This is an optimization exercise on Yosys and OpenROAD, whose aim is small area, a short achievable clock period and few clock cycles per item, not a production implementation.
Where RTL was checked, it was by simulation tests only, not by an equivalence proof against the original.

==> flow/design.v (excerpt) <==
module barometer_pressure_compensation_unit (
    input  wire logic        clk,
    input  wire logic        rst_n,
    input  wire logic        s_tvalid,
    output logic             s_tready,
    input  wire logic [23:0] s_tdata,
    output logic             m_tvalid,
    input  wire logic        m_tready,
    output logic [23:0]      m_tdata,
    output logic [0:0]       m_tuser,
    input  wire logic        cfg_we,
    input  wire logic [bpc_pkg::CFG_ADDR_BITS-1:0] cfg_addr,
    input  wire logic [bpc_pkg::COEF_BITS-1:0]     cfg_wdata
);
Size in the first run: ~2900 cells after synthesis, ~280 flip-flops, ~74 I/O pins.
Settings: LEC_CHECK=0, CAP_MARGIN=20, CORE_MARGIN=2, CORE_UTILIZATION=40, SLEW_MARGIN=20; clock period 7.5 ns.
run.sh (not shown) runs the stock make flow with config.mk's settings and CLKGATE_MAP_FILE= SYNTH_SCRIPT=/design/flow/synth_recipe.tcl, a recipe that flattens the netlist after the stock synthesis.
The starting point finished clean.
Then changed:
- SETUP_SLACK_MARGIN: unset -> 2.0
Effect:
- The changed run completed with no timing, DRC or antenna violations
- cell area climbs by 5.7%
- flip-flop and latch count does not change
- utilization climbs by 2.5 points
- first-iteration DRC count climbs by 13%
- wire length climbs by 8.9%
- via count climbs by 3.5%
- hold slack hardly moves
No functional check of the RTL was part of any run of this note.

========
barometer_pressure_compensation_unit, a different RTL version from the one above (not shown whole).
For scale: about 3000 cells after synthesis.
export LEC_CHECK = 0
export ABC_AREA = 1
export CAP_MARGIN = 20
export CORE_MARGIN = 2
export CORE_UTILIZATION = 40
export SETUP_SLACK_MARGIN = 2.65
export SLEW_MARGIN = 20
create_clock -name core_clock -period 7.5 [get_ports {clk}]
standard.sh (not shown) runs the stock make flow with config.mk's settings and CLKGATE_MAP_FILE= SYNTH_SCRIPT=/design/flow/synth_recipe.tcl, a recipe that flattens the netlist after the stock synthesis.
==> flow/flow/run.sh <==
#!/bin/bash
# The standard layout, with one step added between synthesis and floorplan:
# polarity.py removes inverters around the full-adder cells of the synthesized
# netlist (a full adder complements both outputs when its three inputs are
# complemented, so each fa cell can take its inputs in whichever polarity needs
# fewer inverters), and gives each fa cell's latest-arriving input its carry
# input pin, the fastest of the three (the cell is symmetric in them). Registers, cells other than inverters and every other step
# are the standard flow's, except that the ports are buffered with buf_2 cells
# (BUFFER_PORTS_ARGS) rather than the slow delay-buffer cell the resizer picks.
set -euo pipefail
res=orfs/results/${FLOW_PLATFORM}/barometer_pressure_compensation_unit/base
bash standard.sh synth > standard_synth.log 2>&1
cp "$res/1_2_yosys.v" synth_netlist.v
python3 flow/polarity.py synth_netlist.v "$res/1_2_yosys.v" > polarity.log 2>&1
touch "$res/1_2_yosys.v"
bash standard.sh "BUFFER_PORTS_ARGS=-buffer_cell sky130_fd_sc_hd__buf_2" finish > standard_finish.log 2>&1
Other scripts of this flow, unchanged in this note and not shown: flow/flow/polarity.py
The baseline completed without violations.
Testbench counts at the start, summed over its fixed seeds: cycles 12,032, items 12,000.
Edit:
Settings changed: SETUP_SLACK_MARGIN 2.65 to 2.5.
After rerunning:
- global-route usage fell by 0.13 points
- fmax came out lower by 2.0%
- setup slack degrades by 0.097 ns
- synthesized area does not change
- clock-buffer cell count goes up by 3
- cell count decreases by 1.2%
- core utilization decreases by 1.5 points
- final area goes down by 3.1%
- non-clock buffer count went down by 51
Edit:
Settings changed: SETUP_SLACK_MARGIN 2.5 to 2.8.
What happened:
- routed wire length goes up by a few percent
- final cell count goes up by a few percent
- synthesized area stays the same
- clock-buffer cell count goes down by 6
- clock skew goes down by 0.012 ns
- utilization goes up by 3.1 points
Edit:
Settings changed: CTS_BUF_LIST set to sky130_fd_sc_hd__clkbuf_4, GPL_TIMING_DRIVEN set to 1, SETUP_SLACK_MARGIN 2.8 to 2.5.
The new run finished with timing, DRC and antenna clean.
Flip-flop and latch count does not change.
Core utilization decreases by 3.0 points.
Wire length is lower by a few percent.
Maximum frequency stays flat.
Synthesized cell count stays the same.
Hold slack got worse by 0.0090 ns.
Non-clock buffer count goes down by 83.
Via count came out lower slightly.
Count of clock-buffer cells in the layout increases by 76.
Register-to-register slack is about the same.

========
north:
Starting RTL as in the previous note.
Settings: LEC_CHECK=0, ABC_AREA=1, CAP_MARGIN=20, CORE_MARGIN=2, CORE_UTILIZATION=40, CTS_BUF_LIST=sky130_fd_sc_hd__clkbuf_4, PLACE_DENSITY=0.75, SETUP_SLACK_MARGIN=2.5, SLEW_MARGIN=20; clock period 7.5 ns.
Scripts as last shown in full above: flow/flow/run.sh
Other scripts of this flow, unchanged in this note and not shown: flow/flow/polarity.py
north went all the way through the flow, and no timing, DRC or antenna check failed.
Testbench counts of north, summed over its fixed seeds: cycles 12,032, items 12,000.
diff inputs: north => south
Settings: PLACE_DENSITY no longer set, was 0.75; CTS_BUF_LIST now sky130_fd_sc_hd__clkbuf_8, was sky130_fd_sc_hd__clkbuf_4.
Findings:
south ends up with a period utilization that is 1.4 points lower than in north.
diff inputs: south => east
Settings: a deleted CTS_BUF_LIST that had been sky130_fd_sc_hd__clkbuf_8; a change of SETUP_SLACK_MARGIN from 2.5 to 2.2.
==> results.txt <==
- In terms of cell area after placement, south and east differ only marginally.
- Comparing global-route usage for east and south, the bigger number came from south.
- Post-layout net count of east falls short of that of south by a few percent.
- Looking at count of cells along the worst register-to-register path, east sits 5 below south.
- east vs. south: maximum frequency went down by about 5.3%.
- Final non-filler cell area: east and south compared, higher one is south

========
Another version of the RTL of barometer_pressure_compensation_unit (not shown whole).
Size in the first run: about 2800 cells after synthesis, roughly 320 flip-flops, about 74 I/O pins, ~31000 µm² of cells after synthesis.
make LEC_CHECK=0 CAP_MARGIN=20 CORE_MARGIN=2 CORE_UTILIZATION=40 SETUP_SLACK_MARGIN=2.5 SLEW_MARGIN=20 finish   # period 7.5 ns
run.sh (not shown) runs the stock make flow with config.mk's settings and CLKGATE_MAP_FILE= SYNTH_SCRIPT=/design/flow/synth_recipe.tcl, a recipe that flattens the netlist after the stock synthesis.
Stock flow here: none of the scripts above is used.
The baseline finished with timing, DRC and antenna clean.
Testbench counts at the start, summed over its fixed seeds: cycles 12,032, items 12,000.
Next try:
SETUP_SLACK_MARGIN = unset   (was 2.5)
Non-clock buffer count goes down by 122. Synthesized cell count is unchanged. Cell area falls by 5.4%. Routed wire length decreases by 6.3%. Clock skew went down by 10 ps. Synthesized area stays the same. Count of clock-buffer cells in the layout came out higher by 3. Worst setup slack is worse by 850 ps.
Next try:
SETUP_SLACK_MARGIN = 3.5   (was unset)
Result: Core utilization came out higher by 4.9 points; cell area came out higher by roughly a tenth.

[static timing again, ports no longer ideal]
No port has a modelled driver above. Below, the same layouts with a new extraction and two added sets of constraints. Step 1 sets driving cells, clkbuf_16 on the clock port and buf_2 on the other inputs (assumed; they add their load-dependent delay and slew). Step 2 times the ports against the registers' clock, not the clock port: input delays grow and output delays shrink by t, the midpoint of the rising clock arrivals with the driver on. Slacks: ideal / step 1 / step 2; pairs: ideal / step 1.
run | t (ns) | setup WS [ns] | clock arrival spread, ns | worst slew at a driven data input, ns
the first run of note 1 | 0.622 | 0.557 / 0.557 / 0.557 | 0.036 / 0.036 | 0.04
the second run of note 1 | 0.611 | 1.127 / 1.127 / 1.127 | 0.023 / 0.022 | 0.04
the first run of note 2 | 0.606 | 2.670 / 2.670 / 2.670 | 0.021 / 0.022 | 0.05
the second run of note 2 | 0.617 | 2.574 / 2.574 / 2.574 | 0.033 / 0.033 | 0.04
the third run of note 2 | 0.601 | 2.628 / 2.628 / 2.628 | 0.023 / 0.023 | 0.04
the fourth run of note 2 | 0.868 | 2.632 / 2.632 / 2.632 | 0.086 / 0.086 | 0.04
north | 0.839 | 2.507 / 2.507 / 2.507 | 0.112 / 0.111 | 0.05
south | 0.695 | 2.610 / 2.610 / 2.610 | 0.069 / 0.070 | 0.04
east | 0.621 | 2.334 / 2.334 / 2.334 | 0.045 / 0.045 | 0.04
the first run of note 4 | 0.610 | 2.326 / 2.326 / 2.326 | 0.042 / 0.042 | 0.04
the second run of note 4 | 0.605 | 1.472 / 1.472 / 1.472 | 0.029 / 0.029 | 0.04
the third run of note 4 | 0.612 | 2.333 / 2.333 / 2.333 | 0.028 / 0.028 | 0.04
After both steps setup and hold are still met in every run listed.
